This design comes from an exercise in tuning for a short achievable clock period and few clock cycles on the open sky130 flow, not from production work. Where RTL was checked, it was by simulation tests only, not by an equivalence proof against the original. No functional check of the RTL was part of runs 1 and 2. Power is estimated from default activity; no workload was simulated.

`flow/constraint.sdc`:
```
create_clock -name core_clock -period 8.0 [get_ports {clk}]
set_input_delay 1.6000 -clock core_clock [delete_from_list [all_inputs] [get_ports {clk}]]
set_output_delay 1.6000 -clock core_clock [all_outputs]
set_load 0.01 [all_outputs]
```
`flow/design.v`:
```
`default_nettype none
package mips_pkg;
	localparam int word_w      = 32;
	localparam int reg_addr_w  = 5;
	localparam int dmem_addr_w = 7;
	typedef logic [word_w-1:0]     word_t;
	typedef logic [reg_addr_w-1:0] reg_addr_t;
	localparam logic [5:0] op_special = 6'h00;
	localparam logic [5:0] op_j       = 6'h02;
	localparam logic [5:0] op_jal     = 6'h03;
	localparam logic [5:0] op_beq     = 6'h04;
	localparam logic [5:0] op_bne     = 6'h05;
	localparam logic [5:0] op_addi    = 6'h08;
	localparam logic [5:0] op_lw      = 6'h23;
	localparam logic [5:0] op_sw      = 6'h2b;
	localparam logic [5:0] fn_sll = 6'h00;
	localparam logic [5:0] fn_srl = 6'h02;
	localparam logic [5:0] fn_jr  = 6'h08;
	localparam logic [5:0] fn_add = 6'h20;
	localparam logic [5:0] fn_sub = 6'h22;
	localparam logic [5:0] fn_and = 6'h24;
	localparam logic [5:0] fn_or  = 6'h25;
	localparam logic [5:0] fn_slt = 6'h2a;
	typedef enum logic [2:0] {
		alu_add = 3'd0,
		alu_sub = 3'd1,
		alu_and = 3'd2,
		alu_or  = 3'd3,
		alu_slt = 3'd4,
		alu_sll = 3'd5,
		alu_srl = 3'd6
	} alu_op_t;
	typedef enum logic [1:0] {
		pc_seq    = 2'd0,  
		pc_branch = 2'd1,  
		pc_jump   = 2'd2,  
		pc_reg    = 2'd3   
	} pc_src_t;
	localparam word_t reset_pc = 32'h0000_0000;
	localparam reg_addr_t reg_ra = 5'd31;
endpackage
`default_nettype wire
`default_nettype none
import mips_pkg::*;
module instr_decoder (
	input  mips_pkg::word_t     ir,
	output mips_pkg::reg_addr_t rd,         
	output logic                reg_write,  
	output logic                use_imm,    
	output logic                mem_read,
	output logic                mem_write,
	output logic                branch_eq,
	output logic                branch_ne,
	output logic                jump,       
	output logic                link,       
	output logic                jump_reg,   
	output logic                use_rs,     
	output logic                use_rt,     
	output mips_pkg::alu_op_t   alu_op
);
	logic [5:0] opcode;
	logic [5:0] funct;
	logic       special;
	logic       wr;
	mips_pkg::reg_addr_t dst;
	assign opcode  = ir[31:26];
	assign funct   = ir[5:0];
	assign special = (opcode == op_special) && (ir != '0);
	always_comb begin
		wr        = 1'b0;
		use_imm   = 1'b0;
		mem_read  = 1'b0;
		mem_write = 1'b0;
		branch_eq = 1'b0;
		branch_ne = 1'b0;
		jump      = 1'b0;
		link      = 1'b0;
		jump_reg  = 1'b0;
		use_rs    = 1'b0;
		use_rt    = 1'b0;
		alu_op    = alu_add;
		dst       = ir[15:11];
		case (opcode)
			op_special: begin
				if (special) begin
					wr     = 1'b1;
					use_rs = 1'b1;
					use_rt = 1'b1;
					case (funct)
						fn_sll: begin alu_op = alu_sll; use_rs = 1'b0; end
						fn_srl: begin alu_op = alu_srl; use_rs = 1'b0; end
						fn_add: alu_op = alu_add;
						fn_sub: alu_op = alu_sub;
						fn_and: alu_op = alu_and;
						fn_or:  alu_op = alu_or;
						fn_slt: alu_op = alu_slt;
						fn_jr: begin
							wr       = 1'b0;
							jump_reg = 1'b1;
							use_rt   = 1'b0;
						end
						default: begin
							wr     = 1'b0;
							use_rs = 1'b0;
							use_rt = 1'b0;
						end
					endcase
				end
			end
			op_addi: begin
				wr      = 1'b1;
				use_rs  = 1'b1;
				use_imm = 1'b1;
				dst     = ir[20:16];
			end
			op_lw: begin
				wr       = 1'b1;
				use_rs   = 1'b1;
				mem_read = 1'b1;
				dst      = ir[20:16];
			end
			op_sw: begin
				mem_write = 1'b1;
				use_rs    = 1'b1;
				use_rt    = 1'b1;
			end
			op_beq: begin
				branch_eq = 1'b1;
				use_rs    = 1'b1;
				use_rt    = 1'b1;
			end
			op_bne: begin
				branch_ne = 1'b1;
				use_rs    = 1'b1;
				use_rt    = 1'b1;
			end
			op_j:   jump = 1'b1;
			op_jal: begin
				jump = 1'b1;
				link = 1'b1;
				wr   = 1'b1;
				dst  = reg_ra;
			end
			default: ;
		endcase
	end
	assign reg_write = wr && (dst != '0);
	assign rd        = reg_write ? dst : '0;
endmodule
`default_nettype wire
`default_nettype none
import mips_pkg::*;
module register_file (
	input  logic                clk,
	input  logic                rst_n,
	input  mips_pkg::reg_addr_t rs_addr,
	input  mips_pkg::reg_addr_t rt_addr,
	input  mips_pkg::reg_addr_t wr_addr,
	input  logic                wr_en,
	input  mips_pkg::word_t     wr_data,
	output mips_pkg::word_t     rs_data,
	output mips_pkg::word_t     rt_data
);
	mips_pkg::word_t regs [0:31];  
	always_ff @(posedge clk or negedge rst_n) begin
		if (!rst_n) begin
			for (int i = 1; i < 32; i++) begin
				regs[i] <= '0;
			end
		end else if (wr_en && wr_addr != '0) begin
			regs[wr_addr] <= wr_data;
		end
	end
	always_comb begin
		rs_data = '0;
		rt_data = '0;
		if (rs_addr != '0) begin
			rs_data = regs[rs_addr];
		end
		if (rt_addr != '0) begin
			rt_data = regs[rt_addr];
		end
	end
endmodule
`default_nettype wire
`default_nettype none
import mips_pkg::*;
module ks_add #(
	parameter int W = 32
) (
	input  logic [W-1:0] a,
	input  logic [W-1:0] b,
	input  logic         cin,
	output logic [W-1:0] s,
	output logic         cout
);
	localparam int L = $clog2(W);
	logic [W-1:0] g [0:L];
	logic [W-1:0] p [0:L];
	logic [W-1:0] c;    
	assign g[0] = a & b;
	assign p[0] = a ^ b;
	for (genvar l = 0; l < L; l++) begin : g_lvl
		for (genvar i = 0; i < W; i++) begin : g_bit
			if (i >= (1 << l)) begin : g_comb
				assign g[l+1][i] = g[l][i] | (p[l][i] & g[l][i-(1<<l)]);
				assign p[l+1][i] = p[l][i] & p[l][i-(1<<l)];
			end else begin : g_pass
				assign g[l+1][i] = g[l][i];
				assign p[l+1][i] = p[l][i];
			end
		end
	end
	assign c[0] = cin;
	for (genvar i = 1; i < W; i++) begin : g_c
		assign c[i] = g[L][i-1] | (p[L][i-1] & cin);
	end
	assign s    = p[0] ^ c;
	assign cout = g[L][W-1] | (p[L][W-1] & cin);
endmodule
module alu (
	input  mips_pkg::word_t   op_a,
	input  mips_pkg::word_t   op_b,
	input  mips_pkg::word_t   op_bx,      
	input  logic              sub,        
	input  logic [4:0]        shamt,
	input  logic [5:0]        sel,        
	output mips_pkg::word_t   result
);
	mips_pkg::word_t sum;
	logic  cout;
	logic  lt;
	ks_add #(.W(word_w)) u_add (
		.a    (op_a),
		.b    (op_bx),
		.cin  (sub),
		.s    (sum),
		.cout (cout)
	);
	assign lt = (op_a[word_w-1] == op_b[word_w-1]) ? sum[word_w-1] : op_a[word_w-1];
	mips_pkg::word_t shl, shr;
	alu_shift u_shift (.b (op_b), .shamt (shamt), .shl (shl), .shr (shr));
	alu_mux u_mux (
		.sel (sel), .sum (sum), .a_and_b (op_a & op_b), .a_or_b (op_a | op_b),
		.lt (lt), .shl (shl), .shr (shr), .result (result)
	);
endmodule
module alu_shift (
	input  mips_pkg::word_t b,
	input  logic [4:0]      shamt,
	output mips_pkg::word_t shl,
	output mips_pkg::word_t shr
);
	assign shl = b << shamt;
	assign shr = b >> shamt;
endmodule
module alu_mux (
	input  logic [5:0]      sel,
	input  mips_pkg::word_t sum,
	input  mips_pkg::word_t a_and_b,
	input  mips_pkg::word_t a_or_b,
	input  logic            lt,
	input  mips_pkg::word_t shl,
	input  mips_pkg::word_t shr,
	output mips_pkg::word_t result
);
	assign result = ({word_w{sel[0]}} & sum) |
	                ({word_w{sel[1]}} & a_and_b) |
	                ({word_w{sel[2]}} & a_or_b) |
	                ({word_w{sel[3]}} & {{(word_w-1){1'b0}}, lt}) |
	                ({word_w{sel[4]}} & shl) |
	                ({word_w{sel[5]}} & shr);
endmodule
module alu_sel (
	input  mips_pkg::alu_op_t alu_op,
	output logic [5:0]        sel,
	output logic              sub
);
	assign sel[0] = (alu_op == alu_add) || (alu_op == alu_sub);
	assign sel[1] = (alu_op == alu_and);
	assign sel[2] = (alu_op == alu_or);
	assign sel[3] = (alu_op == alu_slt);
	assign sel[4] = (alu_op == alu_sll);
	assign sel[5] = (alu_op == alu_srl);
	assign sub    = (alu_op == alu_sub) || (alu_op == alu_slt);
endmodule
`default_nettype wire
`default_nettype none
import mips_pkg::*;
module pc_unit (
	input  logic              clk,
	input  logic              rst_n,
	input  logic              x_redirect,
	input  mips_pkg::word_t   x_target,
	input  logic              d_redirect,
	input  mips_pkg::word_t   d_target,
	input  mips_pkg::word_t   f_next,
	output mips_pkg::word_t   pc
);
	always_ff @(posedge clk or negedge rst_n) begin
		if (!rst_n) begin
			pc <= reset_pc;
		end else if (x_redirect) begin
			pc <= x_target;
		end else if (d_redirect) begin
			pc <= d_target;
		end else begin
			pc <= f_next;
		end
	end
endmodule
`default_nettype wire
`default_nettype none
import mips_pkg::*;
module single_cycle_mips (
	input  logic                                clk,
	input  logic                                rst_n,
	output mips_pkg::word_t                     ir_addr,
	input  mips_pkg::word_t                     ir,
	input  mips_pkg::word_t                     read_data_mem,
	output logic                                cen,
	output logic                                wen,
	output logic                                oen,
	output logic [mips_pkg::dmem_addr_w-1:0]    a,
	output mips_pkg::word_t                     data_to_mem
);
	mips_pkg::word_t pc;
	mips_pkg::word_t ra_pred;              
	logic            d_v;
	mips_pkg::word_t d_ir;
	mips_pkg::word_t d_pc;
	logic            d_pred;               
	mips_pkg::word_t d_jrpred;             
	mips_pkg::word_t d_pc4;                
	mips_pkg::word_t d_bt;                 
	logic                x_v;
	mips_pkg::reg_addr_t x_rd;             
	logic [5:0]          x_sel;            
	logic                x_sub;
	mips_pkg::word_t     x_a, x_b, x_bx;   
	logic [4:0]          x_sh;
	logic                x_load, x_isadd;
	logic                x_beq, x_bne, x_pred, x_jr;
	mips_pkg::word_t     x_alt;            
	mips_pkg::word_t     x_jrpred;
	logic [mips_pkg::dmem_addr_w-1:0] x_addr;
	mips_pkg::word_t     x_wdata;
	logic                x_cen, x_wen, x_oen;
	mips_pkg::reg_addr_t w_rd;
	mips_pkg::word_t     w_val;
	mips_pkg::reg_addr_t v_rd;             
	logic                v_zero;
	logic [31:1]         zflag;
	logic            x_redirect, d_redirect;
	mips_pkg::word_t x_target, d_target;
	mips_pkg::word_t pc4, f_bt, f_next;
	logic [5:0]      f_op;
	logic            f_j, f_jal, f_jr, f_br, f_pred;
	logic            unused_c4;
	ks_add #(.W(word_w)) u_pc4 (.a (pc), .b (32'd4), .cin (1'b0), .s (pc4), .cout (unused_c4));
	logic [13:0] pc_hp1, pc_hm1;
	logic [15:0] f_bt_lo;
	logic        f_bt_c, unused_chp, unused_chm;
	ks_add #(.W(14)) u_hp1 (.a (pc[31:18]), .b (14'd1),      .cin (1'b0), .s (pc_hp1), .cout (unused_chp));
	ks_add #(.W(14)) u_hm1 (.a (pc[31:18]), .b ({14{1'b1}}), .cin (1'b0), .s (pc_hm1), .cout (unused_chm));
	ks_add #(.W(16)) u_fbt (.a (pc[17:2]), .b (ir[15:0]), .cin (1'b1), .s (f_bt_lo), .cout (f_bt_c));
	assign f_bt = {ir[15] ? (f_bt_c ? pc[31:18] : pc_hm1) : (f_bt_c ? pc_hp1 : pc[31:18]),
	               f_bt_lo, pc[1:0]};
	assign f_op   = ir[31:26];
	assign f_j    = (f_op == op_j) || (f_op == op_jal);
	assign f_jal  = (f_op == op_jal);
	assign f_jr   = (f_op == op_special) && (ir[5:0] == fn_jr);
	assign f_br   = (f_op == op_beq) || (f_op == op_bne);
	assign f_pred = f_br && ir[15];
	always_comb begin
		if (f_j)         f_next = {pc[31:28], ir[25:0], 2'b00};
		else if (f_jr)   f_next = ra_pred;
		else if (f_pred) f_next = f_bt;
		else             f_next = pc4;
	end
	pc_unit u_pc (
		.clk (clk), .rst_n (rst_n),
		.x_redirect (x_redirect), .x_target (x_target),
		.d_redirect (d_redirect), .d_target (d_target),
		.f_next (d_stall ? pc : f_next), .pc (pc)
	);
	assign ir_addr = pc;
	always_ff @(posedge clk or negedge rst_n) begin
		if (!rst_n) begin
			ra_pred <= '0;
		end else if (f_jal) begin
			ra_pred <= pc4;
		end
	end
	always_ff @(posedge clk or negedge rst_n) begin
		if (!rst_n) begin
			d_v      <= 1'b0;
			d_ir     <= '0;
			d_pc     <= '0;
			d_pred   <= 1'b0;
			d_jrpred <= '0;
			d_pc4    <= '0;
			d_bt     <= '0;
		end else if (d_stall && !x_redirect) begin
		end else begin
			d_v      <= !x_redirect && !d_redirect;
			d_ir     <= ir;
			d_pc     <= pc;
			d_pred   <= f_pred;
			d_jrpred <= ra_pred;
			d_pc4    <= pc4;
			d_bt     <= f_bt;
		end
	end
	mips_pkg::reg_addr_t dd_rd;
	logic dd_wr, dd_imm, dd_load, dd_store, dd_beq, dd_bne, dd_jump, dd_link, dd_jr, dd_urs, dd_urt;
	mips_pkg::alu_op_t dd_op;
	instr_decoder u_dec (
		.ir (d_ir), .rd (dd_rd), .reg_write (dd_wr), .use_imm (dd_imm),
		.mem_read (dd_load), .mem_write (dd_store), .branch_eq (dd_beq),
		.branch_ne (dd_bne), .jump (dd_jump), .link (dd_link), .jump_reg (dd_jr),
		.use_rs (dd_urs), .use_rt (dd_urt), .alu_op (dd_op)
	);
	mips_pkg::word_t     alu_res;
	mips_pkg::reg_addr_t rs, rt, e_rd;
	mips_pkg::word_t     rf_rs, rf_rt, rs_v, rt_v, imm, wb;
	assign rs  = d_ir[25:21];
	assign rt  = d_ir[20:16];
	assign imm = {{16{d_ir[15]}}, d_ir[15:0]};
	assign e_rd = x_v ? x_rd : '0;
	register_file u_regs (
		.clk (clk), .rst_n (rst_n),
		.rs_addr (rs), .rt_addr (rt),
		.wr_addr (e_rd), .wr_en (e_rd != '0), .wr_data (wb),
		.rs_data (rf_rs), .rt_data (rf_rt)
	);
	assign rs_v = (e_rd != '0 && e_rd == rs) ? wb : rf_rs;
	assign rt_v = (e_rd != '0 && e_rd == rt) ? wb : rf_rt;
	logic x_sumzero, rdm_zero, w_zero;
	assign x_sumzero = ((x_a ^ x_b) == {x_a[word_w-2:0] | x_b[word_w-2:0], 1'b0});
	assign rdm_zero  = (read_data_mem == '0);
	assign w_zero    = (w_val == '0);
	logic [31:0] zf_old;
	always_comb begin
		for (int k = 0; k < 32; k++) begin
			if (k == 0)              zf_old[k] = 1'b1;
			else if (w_rd == 5'(k))  zf_old[k] = w_zero;
			else if (v_rd == 5'(k))  zf_old[k] = v_zero;
			else                     zf_old[k] = zflag[k];
		end
	end
	logic x_zero, x_zknown, byp_rs, byp_rt;
	assign x_zero   = x_load ? rdm_zero : x_sumzero;
	assign x_zknown = x_load || x_isadd;
	assign byp_rs   = (e_rd != '0) && (e_rd == rs);
	assign byp_rt   = (e_rd != '0) && (e_rd == rt);
	logic d_br, d_skip, d_zc, d_early, d_zero, d_taken, d_unres;
	assign d_br    = dd_beq || dd_bne;
	assign d_skip  = (d_ir[15:0] == '0);      
	assign d_zc    = (rs == '0) || (rt == '0);
	assign d_early = d_zc && (x_zknown || !(byp_rs || byp_rt));
	assign d_zero  = (byp_rs ? x_zero : zf_old[rs]) && (byp_rt ? x_zero : zf_old[rt]);
	assign d_taken = dd_beq ? d_zero : !d_zero;
	assign d_unres = d_br && !d_skip && !d_early;
	assign d_redirect = d_v && d_br && !d_skip && d_early && (d_taken != d_pred);
	assign d_target   = d_taken ? d_bt : d_pc4;
	logic [8:0] addr_rf, addr_as, addr_ld, addr_lg, d_addr, cs_s, cs_c, x_lg;
	logic       unused_c1, unused_c2, unused_c3, unused_c5;
	ks_add #(.W(9)) u_addr_rf  (.a (rf_rs[8:0]), .b (d_ir[8:0]), .cin (1'b0), .s (addr_rf), .cout (unused_c1));
	assign cs_s = x_a[8:0] ^ x_bx[8:0] ^ d_ir[8:0];
	assign cs_c = {(x_a[7:0] & x_bx[7:0]) | (x_a[7:0] & d_ir[7:0]) | (x_bx[7:0] & d_ir[7:0]), x_sub};
	ks_add #(.W(9)) u_addr_as  (.a (cs_s), .b (cs_c), .cin (1'b0), .s (addr_as), .cout (unused_c2));
	ks_add #(.W(9)) u_addr_ld  (.a (read_data_mem[8:0]), .b (d_ir[8:0]), .cin (1'b0), .s (addr_ld), .cout (unused_c3));
	assign x_lg = x_sel[1] ? (x_a[8:0] & x_b[8:0]) : (x_a[8:0] | x_b[8:0]);
	ks_add #(.W(9)) u_addr_lg  (.a (x_lg), .b (d_ir[8:0]), .cin (1'b0), .s (addr_lg), .cout (unused_c5));
	always_comb begin
		if (!byp_rs)        d_addr = addr_rf;
		else if (x_load)    d_addr = addr_ld;
		else if (x_sel[0])  d_addr = addr_as;
		else                d_addr = addr_lg;
	end
	logic d_stall;
	assign d_stall = d_v && (dd_load || dd_store) && byp_rs && !x_load && (x_sel[3] || x_sel[4] || x_sel[5]);
	logic [5:0]      d_sel;
	logic            d_sub;
	mips_pkg::word_t d_b;
	alu_sel u_alu_sel (.alu_op (dd_op), .sel (d_sel), .sub (d_sub));
	assign d_b = dd_imm ? imm : (dd_link ? '0 : rt_v);
	logic dx;    
	assign dx = d_v && !x_redirect && !d_stall;
	always_ff @(posedge clk or negedge rst_n) begin
		if (!rst_n) begin
			x_v <= 1'b0; x_rd <= '0; x_sel <= '0; x_sub <= 1'b0; x_a <= '0; x_b <= '0; x_bx <= '0; x_sh <= '0;
			x_load <= 1'b0; x_isadd <= 1'b0;
			x_beq <= 1'b0; x_bne <= 1'b0; x_pred <= 1'b0; x_jr <= 1'b0;
			x_alt <= '0; x_jrpred <= '0;
			x_addr <= '0; x_wdata <= '0;
			x_cen <= 1'b1; x_wen <= 1'b1; x_oen <= 1'b1;
		end else begin
			x_v      <= dx;
			x_rd     <= dd_rd;
			x_sel    <= d_sel;
			x_sub    <= d_sub;
			x_a      <= dd_link ? d_pc4 : rs_v;
			x_b      <= d_b;
			x_bx     <= d_sub ? ~d_b : d_b;
			x_sh     <= d_ir[10:6];
			x_load   <= dd_load;
			x_isadd  <= (dd_op == alu_add) && !dd_load;
			x_beq    <= dd_beq && d_unres;
			x_bne    <= dd_bne && d_unres;
			x_pred   <= d_pred;
			x_jr     <= dd_jr;
			x_alt    <= d_pred ? d_pc4 : d_bt;
			x_jrpred <= d_jrpred;
			x_addr   <= d_addr[8:2];
			x_wdata  <= rt_v;
			x_cen    <= !(dx && (dd_load || dd_store));
			x_wen    <= !(dx && dd_store);
			x_oen    <= !(dx && dd_load);
		end
	end
	alu u_alu (.op_a (x_a), .op_b (x_b), .op_bx (x_bx), .sub (x_sub), .shamt (x_sh), .sel (x_sel), .result (alu_res));
	assign wb = x_load ? read_data_mem : alu_res;
	logic x_eq, x_taken;
	assign x_eq       = (x_a == x_b);
	assign x_taken    = (x_beq && x_eq) || (x_bne && !x_eq);
	assign x_redirect = x_v && (((x_beq || x_bne) && (x_taken != x_pred)) ||
	                            (x_jr && (x_a != x_jrpred)));
	assign x_target   = x_jr ? x_a : x_alt;
	always_ff @(posedge clk or negedge rst_n) begin
		if (!rst_n) begin
			w_rd   <= '0;
			w_val  <= '0;
			v_rd   <= '0;
			v_zero <= 1'b1;
			zflag  <= '1;
		end else begin
			w_rd  <= e_rd;
			w_val <= wb;
			v_rd   <= w_rd;
			v_zero <= w_zero;
			if (v_rd != '0) zflag[v_rd] <= v_zero;
		end
	end
	assign a           = x_addr;
	assign data_to_mem = x_wdata;
	assign cen         = !rst_n || x_cen;
	assign wen         = !rst_n || x_wen;
	assign oen         = !rst_n || x_oen;
endmodule
`default_nettype wire
```
`flow/config.mk`:
```
export PLATFORM = sky130hd
export DESIGN_NAME = single_cycle_mips
export DESIGN_NICKNAME = single_cycle_mips
export VERILOG_FILES = /design/flow/design.v
export SDC_FILE = /design/flow/constraint.sdc
export NUM_CORES = 8
export LEC_CHECK = 0
export CAP_MARGIN = 40
export CORE_MARGIN = 2
export CORE_UTILIZATION = 40
export SETUP_SLACK_MARGIN = 5
export SLEW_MARGIN = 40
export SYNTH_HIERARCHICAL = 1
export SYNTH_MINIMUM_KEEP_SIZE = 0
export TNS_END_PERCENT = 5
```
`flow/run.sh`:
```
#!/bin/bash
# synth_recipe.tcl (not shown) runs the flow's synth.tcl, then flattens the netlist and writes it again
# the make line also repeats each setting of config.mk as NAME=value (left out here)
make -C /OpenROAD-flow-scripts/flow DESIGN_CONFIG=/design/flow/config.mk WORK_HOME=/design/flow/orfs CLKGATE_MAP_FILE= SYNTH_SCRIPT=/design/flow/synth_recipe.tcl finish
```
==> reports/qor.csv, run 1 <==
metric,value,unit
path_clk_slew,0.06,ns
finalCritPeriodShare,55.5,%
final_common_cell,dfrtp_1,
num_rows,172,
yosys_warnings,23,
period_needed,4.44,ns
largest_reg_flops,992,
insertion_delay,0.91,ns
numCtsBuffers,159,
cp.arrival,5.18,ns
run_status,"complete, no violations",
grt.met3_usage,22.1,%
via_per_inst,7.38,
drv_slew,0,
max_slew.worst_pin.slew,1.16,ns
h-tree-depth,4,
grt_pass1_wl,649000,um
syn_to_final_growth,20.5,%
top_register,u_regs.regs,
crit_type,register to register,
power.density,217,mW/mm^2
antenna_left,0,
slew_headroom,22.3,%
core,0.220,sq mm
use_met1,48.4,%
syn_area,0.0882,sq mm
io_buffers,139,
crit_start,d_ir[20],
grt_pass1_vias,79166,
rsz0062_at_grt,yes,
max_freq,225,MHz
clock_path_buffers,3,
power.leakage,48.9,nW
fin_nets,8684,
firstDrtPassIters,11,
top_usage_layer,met2,
die-width,474,um
worstRegToRegCells,10,
wl_per_cell,42.0,um
via_count,84938,
clock_sinks,1486,
final-hold-violation-count,0,
antenna_found_initial,86,
ir_drop,0.203,mV
stdcell_count,11507,
final_cell_mix,"1398 x dfrtp_1, 1308 x mux2_2, 679 x a22oi_1",
setup_violations,0,
setup.worst_path.end,x_bx[14],
post-place-cells,10784,
fin_skew,0.126,ns
wl,483000,um
use_met2,55.9,%
worstPathMaxFanout,22,
dpl.hpwl,287000,um
dieArea,0.224,sq mm
syn_inst,8121,
die_y,474,um
initial_core_util,40.2,%
endpoint_kind,register,
cts_tree,built,
cp-start-kind,register,
drt_iter0_drc,17469,
syn_avg_cell_area,10.9,sq um
hold_path_class,register to register,
reg2reg_slack,3.56,ns
cp.required,8.74,ns
grt_max_degree,165,
grt_usage,41.4,%
max_cap_violations,0,
min-delay-start,d_jrpred[6],
drc,0,
fillers,19520,
fin_setup_tns,0,ns
final_core_util,48.4,%
cts-root-buf,clkbuf_16,
place_congestion,1.02,
grt_overflow,0,
drive_gt1_share,34.6,%
ios,140,
reg2reg_from,d_ir[20],
r2r_end,x_bx[14],
==> metal layers <==
layer  share of wire (%)  wire [um]  up-vias
met5                0.45       2160        -
met4                  11      51200       62
met3                  16      77000     3079
met2                  39     186000     8121
met1                  34     167000    42225
li1                    -          -    31451
==> worst min path at each step <==
stage | endpoint | depth (start not counted) | slack [ns]
5_1_grt | x_jrpred[19] | 0 | 0.38
6_report | x_jrpred[6] | 0 | 0.37
3_3_place_gp | x_jrpred[28] | 0 | 0.35
2_1_floorplan | x_jrpred[0] | 0 | 0.35
4_1_cts | x_jrpred[19] | 0 | 0.37
3_5_place_dp | x_jrpred[0] | 0 | 0.36
==> cell type report <==
| cell class | count | area (sq um) | area share (%) |
|---|---|---|---|
| diodes | 93 | 233 | 0.219 |
| well taps | 2871 | 3590 | 3.38 |
| clock buffers | 219 | 4560 | 4.29 |
| multi-input cells | 5913 | 51300 | 48.2 |
| inverters | 129 | 503 | 0.473 |
| repair buffers | 718 | 7780 | 7.32 |
| flip-flops and latches | 1486 | 37300 | 35.1 |
| clock inverters | 78 | 1040 | 0.982 |
==> power by group <==
part | total (mW) | switching, mW | leakage (nW) | internal (mW)
Combinational | 6.17 | 3.57 | 26.1 | 2.60
Sequential | 8.86 | 0.722 | 20.0 | 8.14
Clock | 8.05 | 3.51 | 2.74 | 4.54
==> stage by stage <==
stage | hold WS (ns) | total power, mW | cell area (sq um) | worst slack [ns]
6_report | 0.373 | 23.1 | 106000 | 3.56
5_1_grt | 0.383 | 23.8 | 106000 | 3.69
4_1_cts | 0.373 | 22.6 | 105000 | 3.86
3_5_place_dp | 0.357 | 14.4 | 93700 | 2.42
3_3_place_gp | 0.353 | 14.3 | 93100 | 2.05
2_1_floorplan | 0.349 | 12.3 | 88600 | 4.03
==> worst max-delay path: stages, from the launching register on <==
cell and delay [ns]:
dfrtp_4 0.72, buf_4 0.36, and2_4 0.52, and2_4 0.55
buf_4 0.53, a22oi_1 0.17, nand4_1 0.16, or4_1 0.54
mux2_2 0.30, a22o_1 0.21, xor2_1 0.16
==> what timing repair did <==
item / in CTS / in global routing
hold buffers: 0 / 0
setup buffers: 241 / 42
pin swaps: 149 / 70
gates resized for setup: 590 / 204
gates cloned: 30 / 14
endpoints found under the setup margin: 1869 / 1778
==> run 2, diff against run 1 <==
--- a/flow/design.v
+++ b/flow/design.v
@@ -194,7 +194,7 @@
 	output logic [W-1:0] s,
 	output logic         cout
 );
-	localparam int L = $clog2(W);
+	localparam int L = (W <= 2) ? 1 : (W <= 4) ? 2 : (W <= 8) ? 3 : (W <= 16) ? 4 : (W <= 32) ? 5 : 6;
 	logic [W-1:0] g [0:L];
 	logic [W-1:0] p [0:L];
 	logic [W-1:0] c;    
@@ -292,8 +292,6 @@
 	input  logic              rst_n,
 	input  logic              x_redirect,
 	input  mips_pkg::word_t   x_target,
-	input  logic              d_redirect,
-	input  mips_pkg::word_t   d_target,
 	input  mips_pkg::word_t   f_next,
 	output mips_pkg::word_t   pc
 );
@@ -302,8 +300,6 @@
 			pc <= reset_pc;
 		end else if (x_redirect) begin
 			pc <= x_target;
-		end else if (d_redirect) begin
-			pc <= d_target;
 		end else begin
 			pc <= f_next;
 		end
@@ -328,7 +324,6 @@
 	mips_pkg::word_t ra_pred;              
 	logic            d_v;
 	mips_pkg::word_t d_ir;
-	mips_pkg::word_t d_pc;
 	logic            d_pred;               
 	mips_pkg::word_t d_jrpred;             
 	mips_pkg::word_t d_pc4;                
@@ -337,7 +332,8 @@
 	mips_pkg::reg_addr_t x_rd;             
 	logic [5:0]          x_sel;            
 	logic                x_sub;
-	mips_pkg::word_t     x_a, x_b, x_bx;   
+	mips_pkg::word_t     x_a, x_b;         
+	logic                x_fa, x_fb, x_fs;  
 	logic [4:0]          x_sh;
 	logic                x_load, x_isadd;
 	logic                x_beq, x_bne, x_pred, x_jr;
@@ -351,8 +347,8 @@
 	mips_pkg::reg_addr_t v_rd;             
 	logic                v_zero;
 	logic [31:1]         zflag;
-	logic            x_redirect, d_redirect;
-	mips_pkg::word_t x_target, d_target;
+	logic            x_redirect;
+	mips_pkg::word_t x_target;
 	mips_pkg::word_t pc4, f_bt, f_next;
 	logic [5:0]      f_op;
 	logic            f_j, f_jal, f_jr, f_br, f_pred;
@@ -378,11 +374,12 @@
 		else if (f_pred) f_next = f_bt;
 		else             f_next = pc4;
 	end
+	mips_pkg::word_t s_next;
+	assign s_next = d_stall ? pc : (d_resolved ? (d_taken ? f_bt : pc4) : f_next);
 	pc_unit u_pc (
 		.clk (clk), .rst_n (rst_n),
 		.x_redirect (x_redirect), .x_target (x_target),
-		.d_redirect (d_redirect), .d_target (d_target),
-		.f_next (d_stall ? pc : f_next), .pc (pc)
+		.f_next (s_next), .pc (pc)
 	);
 	assign ir_addr = pc;
 	always_ff @(posedge clk or negedge rst_n) begin
@@ -392,26 +389,12 @@
 			ra_pred <= pc4;
 		end
 	end
-	always_ff @(posedge clk or negedge rst_n) begin
-		if (!rst_n) begin
-			d_v      <= 1'b0;
-			d_ir     <= '0;
-			d_pc     <= '0;
-			d_pred   <= 1'b0;
-			d_jrpred <= '0;
-			d_pc4    <= '0;
-			d_bt     <= '0;
-		end else if (d_stall && !x_redirect) begin
-		end else begin
-			d_v      <= !x_redirect && !d_redirect;
-			d_ir     <= ir;
-			d_pc     <= pc;
-			d_pred   <= f_pred;
-			d_jrpred <= ra_pred;
-			d_pc4    <= pc4;
-			d_bt     <= f_bt;
-		end
-	end
+	assign d_v      = 1'b1;
+	assign d_ir     = ir;
+	assign d_pred   = f_pred;
+	assign d_jrpred = ra_pred;
+	assign d_pc4    = pc4;
+	assign d_bt     = f_bt;
 	mips_pkg::reg_addr_t dd_rd;
 	logic dd_wr, dd_imm, dd_load, dd_store, dd_beq, dd_bne, dd_jump, dd_link, dd_jr, dd_urs, dd_urt;
 	mips_pkg::alu_op_t dd_op;
@@ -423,7 +406,7 @@
 	);
 	mips_pkg::word_t     alu_res;
 	mips_pkg::reg_addr_t rs, rt, e_rd;
-	mips_pkg::word_t     rf_rs, rf_rt, rs_v, rt_v, imm, wb;
+	mips_pkg::word_t     rf_rs0, rf_rt0, rf_rs, rf_rt, imm, wb;
 	assign rs  = d_ir[25:21];
 	assign rt  = d_ir[20:16];
 	assign imm = {{16{d_ir[15]}}, d_ir[15:0]};
@@ -431,13 +414,25 @@
 	register_file u_regs (
 		.clk (clk), .rst_n (rst_n),
 		.rs_addr (rs), .rt_addr (rt),
-		.wr_addr (e_rd), .wr_en (e_rd != '0), .wr_data (wb),
-		.rs_data (rf_rs), .rt_data (rf_rt)
+		.wr_addr (w_rd), .wr_en (w_rd != '0), .wr_data (w_val),
+		.rs_data (rf_rs0), .rt_data (rf_rt0)
 	);
-	assign rs_v = (e_rd != '0 && e_rd == rs) ? wb : rf_rs;
-	assign rt_v = (e_rd != '0 && e_rd == rt) ? wb : rf_rt;
+	assign rf_rs = (w_rd != '0 && w_rd == rs) ? w_val : rf_rs0;
+	assign rf_rt = (w_rd != '0 && w_rd == rt) ? w_val : rf_rt0;
+	mips_pkg::word_t a_eff, b_eff, bx_eff;
+	assign a_eff  = x_fa ? w_val : x_a;
+	assign b_eff  = x_fb ? w_val : x_b;
+	assign bx_eff = x_sub ? ~b_eff : b_eff;
 	logic x_sumzero, rdm_zero, w_zero;
-	assign x_sumzero = ((x_a ^ x_b) == {x_a[word_w-2:0] | x_b[word_w-2:0], 1'b0});
+	function automatic logic sumzero(input logic [word_w-1:0] p, input logic [word_w-1:0] q);
+		sumzero = ((p ^ q) == {p[word_w-2:0] | q[word_w-2:0], 1'b0});
+	endfunction
+	logic sz_00, sz_01, sz_10, sz_11;
+	assign sz_00 = sumzero(x_a, x_b);
+	assign sz_01 = sumzero(x_a, w_val);
+	assign sz_10 = sumzero(w_val, x_b);
+	assign sz_11 = sumzero(w_val, w_val);
+	assign x_sumzero = x_fa ? (x_fb ? sz_11 : sz_10) : (x_fb ? sz_01 : sz_00);
 	assign rdm_zero  = (read_data_mem == '0);
 	assign w_zero    = (w_val == '0);
 	logic [31:0] zf_old;
@@ -462,16 +457,16 @@
 	assign d_zero  = (byp_rs ? x_zero : zf_old[rs]) && (byp_rt ? x_zero : zf_old[rt]);
 	assign d_taken = dd_beq ? d_zero : !d_zero;
 	assign d_unres = d_br && !d_skip && !d_early;
-	assign d_redirect = d_v && d_br && !d_skip && d_early && (d_taken != d_pred);
-	assign d_target   = d_taken ? d_bt : d_pc4;
+	logic d_resolved;
+	assign d_resolved = d_br && !d_skip && d_early;
 	logic [8:0] addr_rf, addr_as, addr_ld, addr_lg, d_addr, cs_s, cs_c, x_lg;
 	logic       unused_c1, unused_c2, unused_c3, unused_c5;
 	ks_add #(.W(9)) u_addr_rf  (.a (rf_rs[8:0]), .b (d_ir[8:0]), .cin (1'b0), .s (addr_rf), .cout (unused_c1));
-	assign cs_s = x_a[8:0] ^ x_bx[8:0] ^ d_ir[8:0];
-	assign cs_c = {(x_a[7:0] & x_bx[7:0]) | (x_a[7:0] & d_ir[7:0]) | (x_bx[7:0] & d_ir[7:0]), x_sub};
+	assign cs_s = a_eff[8:0] ^ bx_eff[8:0] ^ d_ir[8:0];
+	assign cs_c = {(a_eff[7:0] & bx_eff[7:0]) | (a_eff[7:0] & d_ir[7:0]) | (bx_eff[7:0] & d_ir[7:0]), x_sub};
 	ks_add #(.W(9)) u_addr_as  (.a (cs_s), .b (cs_c), .cin (1'b0), .s (addr_as), .cout (unused_c2));
 	ks_add #(.W(9)) u_addr_ld  (.a (read_data_mem[8:0]), .b (d_ir[8:0]), .cin (1'b0), .s (addr_ld), .cout (unused_c3));
-	assign x_lg = x_sel[1] ? (x_a[8:0] & x_b[8:0]) : (x_a[8:0] | x_b[8:0]);
+	assign x_lg = x_sel[1] ? (a_eff[8:0] & b_eff[8:0]) : (a_eff[8:0] | b_eff[8:0]);
 	ks_add #(.W(9)) u_addr_lg  (.a (x_lg), .b (d_ir[8:0]), .cin (1'b0), .s (addr_lg), .cout (unused_c5));
 	always_comb begin
 		if (!byp_rs)        d_addr = addr_rf;
@@ -480,17 +475,18 @@
 		else                d_addr = addr_lg;
 	end
 	logic d_stall;
-	assign d_stall = d_v && (dd_load || dd_store) && byp_rs && !x_load && (x_sel[3] || x_sel[4] || x_sel[5]);
+	assign d_stall = (dd_load || dd_store) && byp_rs && !x_load && (x_sel[3] || x_sel[4] || x_sel[5]);
 	logic [5:0]      d_sel;
 	logic            d_sub;
 	mips_pkg::word_t d_b;
 	alu_sel u_alu_sel (.alu_op (dd_op), .sel (d_sel), .sub (d_sub));
-	assign d_b = dd_imm ? imm : (dd_link ? '0 : rt_v);
+	assign d_b = dd_imm ? imm : (dd_link ? '0 : rf_rt);
 	logic dx;    
 	assign dx = d_v && !x_redirect && !d_stall;
 	always_ff @(posedge clk or negedge rst_n) begin
 		if (!rst_n) begin
-			x_v <= 1'b0; x_rd <= '0; x_sel <= '0; x_sub <= 1'b0; x_a <= '0; x_b <= '0; x_bx <= '0; x_sh <= '0;
+			x_v <= 1'b0; x_rd <= '0; x_sel <= '0; x_sub <= 1'b0; x_a <= '0; x_b <= '0; x_sh <= '0;
+			x_fa <= 1'b0; x_fb <= 1'b0; x_fs <= 1'b0;
 			x_load <= 1'b0; x_isadd <= 1'b0;
 			x_beq <= 1'b0; x_bne <= 1'b0; x_pred <= 1'b0; x_jr <= 1'b0;
 			x_alt <= '0; x_jrpred <= '0;
@@ -501,9 +497,11 @@
 			x_rd     <= dd_rd;
 			x_sel    <= d_sel;
 			x_sub    <= d_sub;
-			x_a      <= dd_link ? d_pc4 : rs_v;
+			x_a      <= dd_link ? d_pc4 : rf_rs;
 			x_b      <= d_b;
-			x_bx     <= d_sub ? ~d_b : d_b;
+			x_fa     <= byp_rs && !dd_link;
+			x_fb     <= byp_rt && !dd_imm && !dd_link;
+			x_fs     <= byp_rt;
 			x_sh     <= d_ir[10:6];
 			x_load   <= dd_load;
 			x_isadd  <= (dd_op == alu_add) && !dd_load;
@@ -514,20 +512,20 @@
 			x_alt    <= d_pred ? d_pc4 : d_bt;
 			x_jrpred <= d_jrpred;
 			x_addr   <= d_addr[8:2];
-			x_wdata  <= rt_v;
+			x_wdata  <= rf_rt;
 			x_cen    <= !(dx && (dd_load || dd_store));
 			x_wen    <= !(dx && dd_store);
 			x_oen    <= !(dx && dd_load);
 		end
 	end
-	alu u_alu (.op_a (x_a), .op_b (x_b), .op_bx (x_bx), .sub (x_sub), .shamt (x_sh), .sel (x_sel), .result (alu_res));
+	alu u_alu (.op_a (a_eff), .op_b (b_eff), .op_bx (bx_eff), .sub (x_sub), .shamt (x_sh), .sel (x_sel), .result (alu_res));
 	assign wb = x_load ? read_data_mem : alu_res;
 	logic x_eq, x_taken;
-	assign x_eq       = (x_a == x_b);
+	assign x_eq       = (a_eff == b_eff);
 	assign x_taken    = (x_beq && x_eq) || (x_bne && !x_eq);
 	assign x_redirect = x_v && (((x_beq || x_bne) && (x_taken != x_pred)) ||
-	                            (x_jr && (x_a != x_jrpred)));
-	assign x_target   = x_jr ? x_a : x_alt;
+	                            (x_jr && (a_eff != x_jrpred)));
+	assign x_target   = x_jr ? a_eff : x_alt;
 	always_ff @(posedge clk or negedge rst_n) begin
 		if (!rst_n) begin
 			w_rd   <= '0;
@@ -544,7 +542,7 @@
 		end
 	end
 	assign a           = x_addr;
-	assign data_to_mem = x_wdata;
+	assign data_to_mem = x_fs ? w_val : x_wdata;
 	assign cen         = !rst_n || x_cen;
 	assign wen         = !rst_n || x_wen;
 	assign oen         = !rst_n || x_oen;
--- a/flow/config.mk
+++ b/flow/config.mk
@@ -7,7 +7,7 @@
 export LEC_CHECK = 0
 export CAP_MARGIN = 40
 export CORE_MARGIN = 2
-export CORE_UTILIZATION = 40
+export CORE_UTILIZATION = 45
 export SETUP_SLACK_MARGIN = 5
 export SLEW_MARGIN = 40
 export SYNTH_HIERARCHICAL = 1
==> run 2 against run 1 <==
Against the previous run: sequential power decreased by 15%; clock power fell by 8.0%; die area fell by 13%; synthesized cell count increased by 2.5%; fmax increased by 4.3%; worst setup slack gained 0.18 ns; critical path type is now input port to register.
==> reports/qor.csv, run 2 <==
metric,value,unit
clock_path_buffers,3,
endpoint_kind,register,
insertion_delay,0.88,ns
period_needed,4.26,ns
worst_slack,3.74,ns
antenna_left,0,
place_congestion,1.03,
ir_drop,0.244,mV
final-hold-violation-count,0,
max_freq,235,MHz
final_common_cell,dfrtp_1,
worstPathMaxFanout,15,
grt_pass1_wl,655000,um
h-tree-depth,4,
die_y,442,um
core,0.190,sq mm
slowest_stage,nor2_4,
run_status,"complete, no violations",
setup_violations,0,
max_slew.worst_pin.slew,1.16,ns
ios,140,
final_cell_mix,"1251 x dfrtp_1, 1165 x mux2_2, 681 x a22oi_1",
firstDrtPassIters,20,
cts-root-buf,clkbuf_16,
fin_nets,9205,
grt_pass1_vias,80976,
drv_slew,0,
wl,486000,um
hold_path_class,register to register,
drive_gt1_share,35.4,%
power.leakage,49.4,nW
syn_avg_cell_area,10.3,sq um
finalCritPeriodShare,53.3,%
hold_buffers,0,
numCtsBuffers,150,
wl_per_cell,42.0,um
reg2reg_from,x_fb,
grt_overflow,0,
place_area,0.0916,sq mm
slew_headroom,22.4,%
fin_skew,0.0557,ns
min-delay-start,ra_pred[28],
cpPeakStageDelay,0.72,ns
power.density,203,mW/mm^2
syn_to_final_growth,25.4,%
syn_area,0.0862,sq mm
final_cell_area,0.108,sq mm
drc,0,
via_per_inst,7.45,
drt_iter0_drc,16400,
io_buffers,139,
syn_inst,8327,
num_rows,160,
initial_core_util,45.3,%
crit_start,ir[23],
clock_sinks,1327,
cp.arrival,4.98,ns
place_ws,1.81,ns
path_clk_slew,0.06,ns
yosys_warnings,23,
dpl.hpwl,291000,um
dieArea,0.195,sq mm
top_register,u_regs.regs,
fin_setup_tns,0,ns
via_count,86296,
p_total,21.9,mW
largest_reg_flops,992,
max_cap_violations,0,
crit_path_cell_trace,buf_16 -> buf_12 -> or3b_4 -> nor2_4 -> a22oi_1 -> nand3_1 -> or4_4 -> nand2_2 -> o21ai_2 -> ha_4 -> a21oi_2 -> nand3_2 -> o21a_1 -> o311a_1 -> nand2_1 -> o21ai_1,
antenna_found_initial,60,
grt_usage,48.2,%
cts_tree,built,
cp.required,8.72,ns
cp-start-kind,input port,
fillers,16250,
crit_type,input port to register,
die-width,442,um
grt_max_degree,161,
rsz0062_at_grt,yes,
run 2: critical path, delay by kind of cell:
kind | cells | cell delay (ns)
AO/OA/AOI/OAI | 6 | 1.00
adder cells (fa/ha/maj) | 1 | 0.26
buffers and inverters | 2 | 0.27
AND/OR/NAND/NOR | 7 | 1.84
run 2: final cells by class:
class	count	area (sq um)	share of cell area [%]
Multi-Input combinational cell	6125	53500	49.5
Clock buffer	201	4230	3.91
Tap cell	2511	3140	2.91
Clock inverter	69	902	0.835
Inverter	260	1100	1.02
Sequential cell	1327	33400	30.9
Timing Repair Buffer	993	11600	10.8
Antenna cell	92	230	0.213
run 2: path summary, 6_finish.rpt:
check                      slack (ns)  depth (start not counted)             endpoint
max                              3.74                         16            x_addr[5]
max reg2reg                      3.77                         16             w_val[0]
max in group asynchronous        4.99                          6  u_regs.regs[28][25]
min                              0.39                          0         x_jrpred[28]
min reg2reg                      0.39                          0         x_jrpred[28]
min in group asynchronous        0.60                          1   u_regs.regs[15][9]
run 2: repair_timing:
action                     4_1_cts  5_1_grt
setup endpoints to repair     1361     1537
setup buffers                  382      103
gates cloned                    50       11
hold endpoints to repair         0        0
resized for setup              892      257
pin swaps                      219       99
run 2: power breakdown:
| group | leakage (nW) | internal, mW | switching [mW] | total (mW) |
|---|---|---|---|---|
| logic | 28.8 | 2.98 | 4.00 | 6.98 |
| clock network | 2.49 | 4.20 | 3.21 | 7.41 |
| registers | 18.1 | 7.08 | 0.435 | 7.52 |
run 2: per-layer routing:
layer,part of all wire [%],GRT usage (%),vias up
li1,-,-,32627
met1,34,55.9,42515
met2,39,66.6,8141
met3,15,22.8,2975
met4,11,40.1,38
met5,0.16,3.62,-
run 2: metrics by stage:
stage / instances / utilization, % / hold WS, ns
floorplan: 8408 / - / 0.364
global placement: 10643 / 47.8 / 0.380
detailed placement: 10661 / 48.1 / 0.382
CTS: 11363 / 55.3 / 0.385
global route: 11510 / 56.7 / 0.409
finish: 11578 / 56.8 / 0.392
==> run 3, diff against run 2 <==
--- a/flow/design.v
+++ b/flow/design.v
@@ -153,8 +153,8 @@
 module register_file (
 	input  logic                clk,
 	input  logic                rst_n,
-	input  mips_pkg::reg_addr_t rs_addr,
-	input  mips_pkg::reg_addr_t rt_addr,
+	input  logic [31:1]         rs_sel,
+	input  logic [31:1]         rt_sel,
 	input  mips_pkg::reg_addr_t wr_addr,
 	input  logic                wr_en,
 	input  mips_pkg::word_t     wr_data,
@@ -174,11 +174,46 @@
 	always_comb begin
 		rs_data = '0;
 		rt_data = '0;
-		if (rs_addr != '0) begin
-			rs_data = regs[rs_addr];
+		for (int i = 1; i < 32; i++) begin
+			rs_data = rs_data | ({word_w{rs_sel[i]}} & regs[i]);
+			rt_data = rt_data | ({word_w{rt_sel[i]}} & regs[i]);
 		end
-		if (rt_addr != '0) begin
-			rt_data = regs[rt_addr];
+	end
+endmodule
+module zero_flags (
+	input  logic                clk,
+	input  logic                rst_n,
+	input  mips_pkg::reg_addr_t w_rd,      
+	input  mips_pkg::word_t     w_val,
+	input  logic                w_zk,
+	input  logic                w_zf,
+	output logic [31:0]         zk,        
+	output logic [31:0]         zf
+);
+	mips_pkg::reg_addr_t v_rd;
+	logic                v_zero;
+	logic [31:1]         zflag;
+	always_comb begin
+		for (int k = 0; k < 32; k++) begin
+			zk[k] = 1'b1;
+			if (k == 0)              zf[k] = 1'b1;
+			else if (w_rd == 5'(k)) begin
+				zk[k] = w_zk;
+				zf[k] = w_zf;
+			end
+			else if (v_rd == 5'(k))  zf[k] = v_zero;
+			else                     zf[k] = zflag[k];
+		end
+	end
+	always_ff @(posedge clk or negedge rst_n) begin
+		if (!rst_n) begin
+			v_rd   <= '0;
+			v_zero <= 1'b1;
+			zflag  <= '1;
+		end else begin
+			v_rd   <= w_rd;
+			v_zero <= (w_val == '0);
+			if (v_rd != '0) zflag[v_rd] <= v_zero;
 		end
 	end
 endmodule
@@ -225,6 +260,8 @@
 	input  logic              sub,        
 	input  logic [4:0]        shamt,
 	input  logic [5:0]        sel,        
+	input  logic              ld,         
+	input  mips_pkg::word_t   ld_data,
 	output mips_pkg::word_t   result
 );
 	mips_pkg::word_t sum;
@@ -242,7 +279,7 @@
 	alu_shift u_shift (.b (op_b), .shamt (shamt), .shl (shl), .shr (shr));
 	alu_mux u_mux (
 		.sel (sel), .sum (sum), .a_and_b (op_a & op_b), .a_or_b (op_a | op_b),
-		.lt (lt), .shl (shl), .shr (shr), .result (result)
+		.lt (lt), .shl (shl), .shr (shr), .ld (ld), .ld_data (ld_data), .result (result)
 	);
 endmodule
 module alu_shift (
@@ -262,6 +299,8 @@
 	input  logic            lt,
 	input  mips_pkg::word_t shl,
 	input  mips_pkg::word_t shr,
+	input  logic            ld,
+	input  mips_pkg::word_t ld_data,
 	output mips_pkg::word_t result
 );
 	assign result = ({word_w{sel[0]}} & sum) |
@@ -269,7 +308,8 @@
 	                ({word_w{sel[2]}} & a_or_b) |
 	                ({word_w{sel[3]}} & {{(word_w-1){1'b0}}, lt}) |
 	                ({word_w{sel[4]}} & shl) |
-	                ({word_w{sel[5]}} & shr);
+	                ({word_w{sel[5]}} & shr) |
+	                ({word_w{ld}} & ld_data);
 endmodule
 module alu_sel (
 	input  mips_pkg::alu_op_t alu_op,
@@ -292,6 +332,8 @@
 	input  logic              rst_n,
 	input  logic              x_redirect,
 	input  mips_pkg::word_t   x_target,
+	input  logic              d_redirect,
+	input  mips_pkg::word_t   d_target,
 	input  mips_pkg::word_t   f_next,
 	output mips_pkg::word_t   pc
 );
@@ -300,6 +342,8 @@
 			pc <= reset_pc;
 		end else if (x_redirect) begin
 			pc <= x_target;
+		end else if (d_redirect) begin
+			pc <= d_target;
 		end else begin
 			pc <= f_next;
 		end
@@ -324,15 +368,21 @@
 	mips_pkg::word_t ra_pred;              
 	logic            d_v;
 	mips_pkg::word_t d_ir;
+	mips_pkg::word_t d_pc;
 	logic            d_pred;               
 	mips_pkg::word_t d_jrpred;             
 	mips_pkg::word_t d_pc4;                
 	mips_pkg::word_t d_bt;                 
+	logic [31:1]     d_rs_oh, d_rt_oh;     
+	logic            d_bx_rs, d_bx_rt;     
+	logic            d_bw_rs, d_bw_rt;     
 	logic                x_v;
 	mips_pkg::reg_addr_t x_rd;             
 	logic [5:0]          x_sel;            
 	logic                x_sub;
 	mips_pkg::word_t     x_a, x_b;         
+	mips_pkg::word_t     x_bx;             
+	mips_pkg::word_t     w_valn;           
 	logic                x_fa, x_fb, x_fs;  
 	logic [4:0]          x_sh;
 	logic                x_load, x_isadd;
@@ -344,11 +394,8 @@
 	logic                x_cen, x_wen, x_oen;
 	mips_pkg::reg_addr_t w_rd;
 	mips_pkg::word_t     w_val;
-	mips_pkg::reg_addr_t v_rd;             
-	logic                v_zero;
-	logic [31:1]         zflag;
-	logic            x_redirect;
-	mips_pkg::word_t x_target;
+	logic            x_redirect, d_redirect;
+	mips_pkg::word_t x_target, d_target;
 	mips_pkg::word_t pc4, f_bt, f_next;
 	logic [5:0]      f_op;
 	logic            f_j, f_jal, f_jr, f_br, f_pred;
@@ -374,12 +421,11 @@
 		else if (f_pred) f_next = f_bt;
 		else             f_next = pc4;
 	end
-	mips_pkg::word_t s_next;
-	assign s_next = d_stall ? pc : (d_resolved ? (d_taken ? f_bt : pc4) : f_next);
 	pc_unit u_pc (
 		.clk (clk), .rst_n (rst_n),
 		.x_redirect (x_redirect), .x_target (x_target),
-		.f_next (s_next), .pc (pc)
+		.d_redirect (d_redirect), .d_target (d_target),
+		.f_next (d_stall ? pc : f_next), .pc (pc)
 	);
 	assign ir_addr = pc;
 	always_ff @(posedge clk or negedge rst_n) begin
@@ -389,12 +435,50 @@
 			ra_pred <= pc4;
 		end
 	end
-	assign d_v      = 1'b1;
-	assign d_ir     = ir;
-	assign d_pred   = f_pred;
-	assign d_jrpred = ra_pred;
-	assign d_pc4    = pc4;
-	assign d_bt     = f_bt;
+	logic [31:1] f_rs_oh, f_rt_oh;
+	always_comb begin
+		for (int i = 1; i < 32; i++) begin
+			f_rs_oh[i] = (ir[25:21] == 5'(i));
+			f_rt_oh[i] = (ir[20:16] == 5'(i));
+		end
+	end
+	always_ff @(posedge clk or negedge rst_n) begin
+		if (!rst_n) begin
+			d_v      <= 1'b0;
+			d_ir     <= '0;
+			d_pc     <= '0;
+			d_pred   <= 1'b0;
+			d_jrpred <= '0;
+			d_pc4    <= '0;
+			d_bt     <= '0;
+			d_rs_oh  <= '0;
+			d_rt_oh  <= '0;
+			d_bx_rs  <= 1'b0;
+			d_bx_rt  <= 1'b0;
+			d_bw_rs  <= 1'b0;
+			d_bw_rt  <= 1'b0;
+		end else if (d_stall) begin
+			d_v      <= d_v && !x_redirect;
+			d_bx_rs  <= 1'b0;
+			d_bx_rt  <= 1'b0;
+			d_bw_rs  <= (e_rd != '0) && (e_rd == rs);
+			d_bw_rt  <= (e_rd != '0) && (e_rd == rt);
+		end else begin
+			d_bx_rs  <= d_v && (dd_rd != '0) && (dd_rd == ir[25:21]);
+			d_bx_rt  <= d_v && (dd_rd != '0) && (dd_rd == ir[20:16]);
+			d_bw_rs  <= (e_rd != '0) && (e_rd == ir[25:21]);
+			d_bw_rt  <= (e_rd != '0) && (e_rd == ir[20:16]);
+			d_v      <= !x_redirect && !d_redirect;
+			d_ir     <= ir;
+			d_pc     <= pc;
+			d_pred   <= f_pred;
+			d_jrpred <= ra_pred;
+			d_pc4    <= pc4;
+			d_bt     <= f_bt;
+			d_rs_oh  <= f_rs_oh;
+			d_rt_oh  <= f_rt_oh;
+		end
+	end
 	mips_pkg::reg_addr_t dd_rd;
 	logic dd_wr, dd_imm, dd_load, dd_store, dd_beq, dd_bne, dd_jump, dd_link, dd_jr, dd_urs, dd_urt;
 	mips_pkg::alu_op_t dd_op;
@@ -413,17 +497,17 @@
 	assign e_rd = x_v ? x_rd : '0;
 	register_file u_regs (
 		.clk (clk), .rst_n (rst_n),
-		.rs_addr (rs), .rt_addr (rt),
+		.rs_sel (d_rs_oh), .rt_sel (d_rt_oh),
 		.wr_addr (w_rd), .wr_en (w_rd != '0), .wr_data (w_val),
 		.rs_data (rf_rs0), .rt_data (rf_rt0)
 	);
-	assign rf_rs = (w_rd != '0 && w_rd == rs) ? w_val : rf_rs0;
-	assign rf_rt = (w_rd != '0 && w_rd == rt) ? w_val : rf_rt0;
+	assign rf_rs = d_bw_rs ? w_val : rf_rs0;
+	assign rf_rt = d_bw_rt ? w_val : rf_rt0;
 	mips_pkg::word_t a_eff, b_eff, bx_eff;
 	assign a_eff  = x_fa ? w_val : x_a;
 	assign b_eff  = x_fb ? w_val : x_b;
-	assign bx_eff = x_sub ? ~b_eff : b_eff;
-	logic x_sumzero, rdm_zero, w_zero;
+	assign bx_eff = x_fb ? (x_sub ? w_valn : w_val) : x_bx;
+	logic x_sumzero, rdm_zero, w_zk, w_zf;
 	function automatic logic sumzero(input logic [word_w-1:0] p, input logic [word_w-1:0] q);
 		sumzero = ((p ^ q) == {p[word_w-2:0] | q[word_w-2:0], 1'b0});
 	endfunction
@@ -434,34 +518,33 @@
 	assign sz_11 = sumzero(w_val, w_val);
 	assign x_sumzero = x_fa ? (x_fb ? sz_11 : sz_10) : (x_fb ? sz_01 : sz_00);
 	assign rdm_zero  = (read_data_mem == '0);
-	assign w_zero    = (w_val == '0);
-	logic [31:0] zf_old;
-	always_comb begin
-		for (int k = 0; k < 32; k++) begin
-			if (k == 0)              zf_old[k] = 1'b1;
-			else if (w_rd == 5'(k))  zf_old[k] = w_zero;
-			else if (v_rd == 5'(k))  zf_old[k] = v_zero;
-			else                     zf_old[k] = zflag[k];
-		end
-	end
+	logic [31:0] zf_old, zk_old;
+	zero_flags u_zf (
+		.clk (clk), .rst_n (rst_n), .w_rd (w_rd), .w_val (w_val), .w_zk (w_zk), .w_zf (w_zf),
+		.zk (zk_old), .zf (zf_old)
+	);
 	logic x_zero, x_zknown, byp_rs, byp_rt;
 	assign x_zero   = x_load ? rdm_zero : x_sumzero;
 	assign x_zknown = x_load || x_isadd;
-	assign byp_rs   = (e_rd != '0) && (e_rd == rs);
-	assign byp_rt   = (e_rd != '0) && (e_rd == rt);
+	assign byp_rs   = d_bx_rs && x_v;
+	assign byp_rt   = d_bx_rt && x_v;
 	logic d_br, d_skip, d_zc, d_early, d_zero, d_taken, d_unres;
 	assign d_br    = dd_beq || dd_bne;
 	assign d_skip  = (d_ir[15:0] == '0);      
 	assign d_zc    = (rs == '0) || (rt == '0);
-	assign d_early = d_zc && (x_zknown || !(byp_rs || byp_rt));
+	assign d_early = d_zc && (byp_rs ? x_zknown : zk_old[rs]) && (byp_rt ? x_zknown : zk_old[rt]);
 	assign d_zero  = (byp_rs ? x_zero : zf_old[rs]) && (byp_rt ? x_zero : zf_old[rt]);
 	assign d_taken = dd_beq ? d_zero : !d_zero;
 	assign d_unres = d_br && !d_skip && !d_early;
-	logic d_resolved;
-	assign d_resolved = d_br && !d_skip && d_early;
+	assign d_redirect = d_v && d_br && !d_skip && d_early && (d_taken != d_pred);
+	assign d_target   = d_taken ? d_bt : d_pc4;
 	logic [8:0] addr_rf, addr_as, addr_ld, addr_lg, d_addr, cs_s, cs_c, x_lg;
 	logic       unused_c1, unused_c2, unused_c3, unused_c5;
-	ks_add #(.W(9)) u_addr_rf  (.a (rf_rs[8:0]), .b (d_ir[8:0]), .cin (1'b0), .s (addr_rf), .cout (unused_c1));
+	logic [8:0] addr_r0, addr_w;
+	logic       unused_c6;
+	ks_add #(.W(9)) u_addr_r0  (.a (rf_rs0[8:0]), .b (d_ir[8:0]), .cin (1'b0), .s (addr_r0), .cout (unused_c1));
+	ks_add #(.W(9)) u_addr_w   (.a (w_val[8:0]),  .b (d_ir[8:0]), .cin (1'b0), .s (addr_w),  .cout (unused_c6));
+	assign addr_rf = d_bw_rs ? addr_w : addr_r0;
 	assign cs_s = a_eff[8:0] ^ bx_eff[8:0] ^ d_ir[8:0];
 	assign cs_c = {(a_eff[7:0] & bx_eff[7:0]) | (a_eff[7:0] & d_ir[7:0]) | (bx_eff[7:0] & d_ir[7:0]), x_sub};
 	ks_add #(.W(9)) u_addr_as  (.a (cs_s), .b (cs_c), .cin (1'b0), .s (addr_as), .cout (unused_c2));
@@ -474,8 +557,18 @@
 		else if (x_sel[0])  d_addr = addr_as;
 		else                d_addr = addr_lg;
 	end
-	logic d_stall;
-	assign d_stall = (dd_load || dd_store) && byp_rs && !x_load && (x_sel[3] || x_sel[4] || x_sel[5]);
+	logic d_stall, stall_r, stall_next, f_mem;
+	assign d_stall = d_v && stall_r;
+	assign f_mem   = (ir[31:26] == op_lw) || (ir[31:26] == op_sw);
+	assign stall_next = !d_stall && f_mem && (ir[25:21] != '0) && (ir[25:21] == dd_rd) &&
+	                    (d_sel[3] || d_sel[4] || d_sel[5]);
+	always_ff @(posedge clk or negedge rst_n) begin
+		if (!rst_n) begin
+			stall_r <= 1'b0;
+		end else begin
+			stall_r <= stall_next;
+		end
+	end
 	logic [5:0]      d_sel;
 	logic            d_sub;
 	mips_pkg::word_t d_b;
@@ -485,7 +578,7 @@
 	assign dx = d_v && !x_redirect && !d_stall;
 	always_ff @(posedge clk or negedge rst_n) begin
 		if (!rst_n) begin
-			x_v <= 1'b0; x_rd <= '0; x_sel <= '0; x_sub <= 1'b0; x_a <= '0; x_b <= '0; x_sh <= '0;
+			x_v <= 1'b0; x_rd <= '0; x_sel <= '0; x_sub <= 1'b0; x_a <= '0; x_b <= '0; x_bx <= '0; x_sh <= '0;
 			x_fa <= 1'b0; x_fb <= 1'b0; x_fs <= 1'b0;
 			x_load <= 1'b0; x_isadd <= 1'b0;
 			x_beq <= 1'b0; x_bne <= 1'b0; x_pred <= 1'b0; x_jr <= 1'b0;
@@ -495,10 +588,11 @@
 		end else begin
 			x_v      <= dx;
 			x_rd     <= dd_rd;
-			x_sel    <= d_sel;
+			x_sel    <= dd_load ? 6'd0 : d_sel;
 			x_sub    <= d_sub;
 			x_a      <= dd_link ? d_pc4 : rf_rs;
 			x_b      <= d_b;
+			x_bx     <= d_sub ? ~d_b : d_b;
 			x_fa     <= byp_rs && !dd_link;
 			x_fb     <= byp_rt && !dd_imm && !dd_link;
 			x_fs     <= byp_rt;
@@ -518,8 +612,9 @@
 			x_oen    <= !(dx && dd_load);
 		end
 	end
-	alu u_alu (.op_a (a_eff), .op_b (b_eff), .op_bx (bx_eff), .sub (x_sub), .shamt (x_sh), .sel (x_sel), .result (alu_res));
-	assign wb = x_load ? read_data_mem : alu_res;
+	alu u_alu (.op_a (a_eff), .op_b (b_eff), .op_bx (bx_eff), .sub (x_sub), .shamt (x_sh), .sel (x_sel),
+	           .ld (x_load), .ld_data (read_data_mem), .result (alu_res));
+	assign wb = alu_res;
 	logic x_eq, x_taken;
 	assign x_eq       = (a_eff == b_eff);
 	assign x_taken    = (x_beq && x_eq) || (x_bne && !x_eq);
@@ -530,15 +625,15 @@
 		if (!rst_n) begin
 			w_rd   <= '0;
 			w_val  <= '0;
-			v_rd   <= '0;
-			v_zero <= 1'b1;
-			zflag  <= '1;
+			w_valn <= '1;
+			w_zk   <= 1'b1;
+			w_zf   <= 1'b1;
 		end else begin
-			w_rd  <= e_rd;
-			w_val <= wb;
-			v_rd   <= w_rd;
-			v_zero <= w_zero;
-			if (v_rd != '0) zflag[v_rd] <= v_zero;
+			w_zk   <= x_zknown;
+			w_zf   <= x_zero;
+			w_rd   <= e_rd;
+			w_val  <= wb;
+			w_valn <= ~wb;
 		end
 	end
 	assign a           = x_addr;
==> run 3 against run 2 <==
Against the previous run: first-iteration DRC count fell by 11%; clock power rose by 17%; sequential power rose by 26%; non-clock buffer count fell by 408; die area rose by 9.3%; area after synthesis rose by 9.4%; register-to-register slack improved by 0.08 ns; clock-buffer cell count rose by 28; hold slack got worse by 0.026 ns; sequential share of layout area rose by 5.6 points; design area rose by 1.7%; critical endpoint is now u_pc.pc[30]; largest power group unchanged; highest routed layer unchanged.
==> reports/qor.csv, run 3 <==
metric,value,unit
final_core_util,52.6,%
ir_drop,0.251,mV
period_needed,4.15,ns
hold_path_class,register to register,
max_cap_violations,0,
cts_tree,built,
numCtsBuffers,171,
antenna_left,0,
cp-start-kind,register,
grt_overflow,0,
drv_slew,0,
core,0.209,sq mm
cp.required,8.73,ns
fillers,18472,
slew_headroom,31.6,%
reg2reg_from,x_fa,
final_cell_mix,"1425 x dfrtp_1, 1141 x mux2_2, 881 x a22oi_1",
die_y,462,um
max_freq,241,MHz
io_buffers,139,
rsz0062_at_grt,yes,
syn_area,0.0943,sq mm
drc,0,
ios,140,
firstDrtPassIters,12,
yosys_warnings,24,
dpl.hpwl,269000,um
grt_usage,41.1,%
drt_iter0_drc,14575,
p_total,24.0,mW
run_status,"complete, no violations",
grt_pass1_vias,80546,
worstPathMaxFanout,4,
h-tree-depth,4,
finalCritPeriodShare,51.8,%
path_clk_slew,0.06,ns
syn_inst,8862,
min-delay-start,d_jrpred[30],
largest_reg_flops,992,
via_per_inst,7.09,
drive_gt1_share,28.9,%
power.density,218,mW/mm^2
num_rows,168,
dieArea,0.213,sq mm
fin_nets,9372,
crit_start,x_fa,
top_register,u_regs.regs,
clock_sinks,1590,
clock_path_buffers,3,
final-hold-violation-count,0,
wl,451000,um
initial_core_util,45.1,%
max_slew.worst_pin.slew,1.03,ns
final_common_cell,dfrtp_1,
antenna_found_initial,38,
fin_setup_tns,0,ns
grt_max_degree,147,
cp.arrival,4.88,ns
grt_pass1_wl,622000,um
setup_violations,0,
insertion_delay,0.89,ns
wl_per_cell,37.6,um
place_congestion,0.995,
via_count,85062,
power.leakage,49.5,nW
syn_avg_cell_area,10.6,sq um
syn_to_final_growth,16.6,%
fin_skew,0.0765,ns
crit_type,register to register,
cts-root-buf,clkbuf_16,
die-width,462,um
endpoint_kind,register,
[run 3: layer usage]
metal | part of all wire (%) | track usage [%] | up-vias | wire (um)
met5 | 0.10 | 0.792 | - | 461
met4 | 8.1 | 25.9 | 46 | 36300
met3 | 14 | 15.6 | 2083 | 64000
met2 | 40 | 56.9 | 7066 | 182000
met1 | 37 | 53.5 | 42531 | 169000
li1 | - | - | 33336 | -
[run 3: critical path, cell delays in order (launching register included)]
cell       delay, ns
dfrtp_2         0.44
buf_6           0.13
buf_12          0.12
mux2i_4         0.31
ha_4            0.26
or3_4           0.39
nor4_4          0.39
nand4_1         0.20
or4_4           0.47
or4_4           0.46
a31oi_4         0.19
buf_8           0.14
buf_8           0.13
bufbuf_16       0.28
o21ai_0         0.09
[run 3: path summary, 6_finish.rpt]
| check | endpoint | slack [ns] | depth (start not counted) |
|---|---|---|---|
| min | x_jrpred[30] | 0.37 | 0 |
| max in group asynchronous | ra_pred[15] | 4.41 | 6 |
| min in group asynchronous | u_regs.regs[7][2] | 0.68 | 1 |
| max reg2reg | u_pc.pc[30] | 3.85 | 14 |
| max | u_pc.pc[30] | 3.85 | 14 |
| min reg2reg | x_jrpred[30] | 0.37 | 0 |
[run 3: through the flow]
| step | hold slack, ns | setup WS (ns) | area, sq um | std cells |
|---|---|---|---|---|
| 2_1_floorplan | 0.352 | 3.97 | 94700 | 8946 |
| 3_3_place_gp | 0.358 | 1.69 | 98400 | 11412 |
| 4_1_cts | 0.367 | 4.01 | 108000 | 11875 |
| 6_report | 0.366 | 3.85 | 110000 | 11991 |
| 5_1_grt | 0.376 | 3.84 | 110000 | 11970 |
| 3_5_place_dp | 0.358 | 2.20 | 99000 | 11429 |
[run 3: repair_timing]
action                                 in CTS  in global routing
pin swaps                                  51                 47
cloned                                     25                  3
endpoints found under the hold margin       0                  0
setup buffers                             104                 82
gates resized for setup                   336                236
setup endpoints to repair                 892               1032
hold buffers                                0                  0
[run 3: layout make-up]
class	count	area (sq um)	area share (%)
clock buffer	229	4820	4.38
clock inverter	88	1260	1.14
multi-input combinational	6383	52500	47.8
antenna	27	67.6	0.0615
inverter	284	1100	0.997
tap	2805	3510	3.19
timing repair buffer	585	6550	5.96
sequential	1590	40100	36.5
[run 3: power breakdown]
group	total, mW	leakage, nW	switching [mW]	internal, mW
Clock	8.69	2.98	3.67	5.02
Combinational	5.78	25.2	3.41	2.37
Sequential	9.49	21.2	0.794	8.69
Total	24.0	49.5	7.88	16.1
Testbench counts of run 3, summed over its fixed seeds: cycles 87,453.

## what the ideal ports hide
In the flow no input, the clock included, has a driving cell. The finished layouts below were timed again as built, in two steps.
Step 1 (the two cells are an assumption about what drives the block):
set clk [get_ports {clk}]
set_driving_cell -lib_cell sky130_fd_sc_hd__clkbuf_16 $clk
set_driving_cell -lib_cell sky130_fd_sc_hd__buf_2 [delete_from_list [all_inputs] $clk]
Step 2 times the ports against the registers' clock, not the clock port: input delays grow and output delays shrink by t, the midpoint of the rising clock arrivals with the driver on.
Slacks: ideal / step 1 / step 2; pairs: ideal / step 1.
run | t, ns | slack for setup (ns) | worst setup path at the end | worst data-port slew with drivers (ns) | cell pins on the clock port's net
run 1 | 0.957 | 3.557 / 3.557 / 3.173 | input to register | 0.17 | 1
run 2 | 0.940 | 3.739 / 3.686 / 2.746 | input to register | 0.46 | 1
run 3 | 0.941 | 3.854 / 3.854 / 3.020 | input to register | 0.26 | 1
After both steps every run listed still meets setup and hold. The setup slack of run 2, which loses most, moves by -0.053 ns with the drivers and by -0.993 ns with both steps.
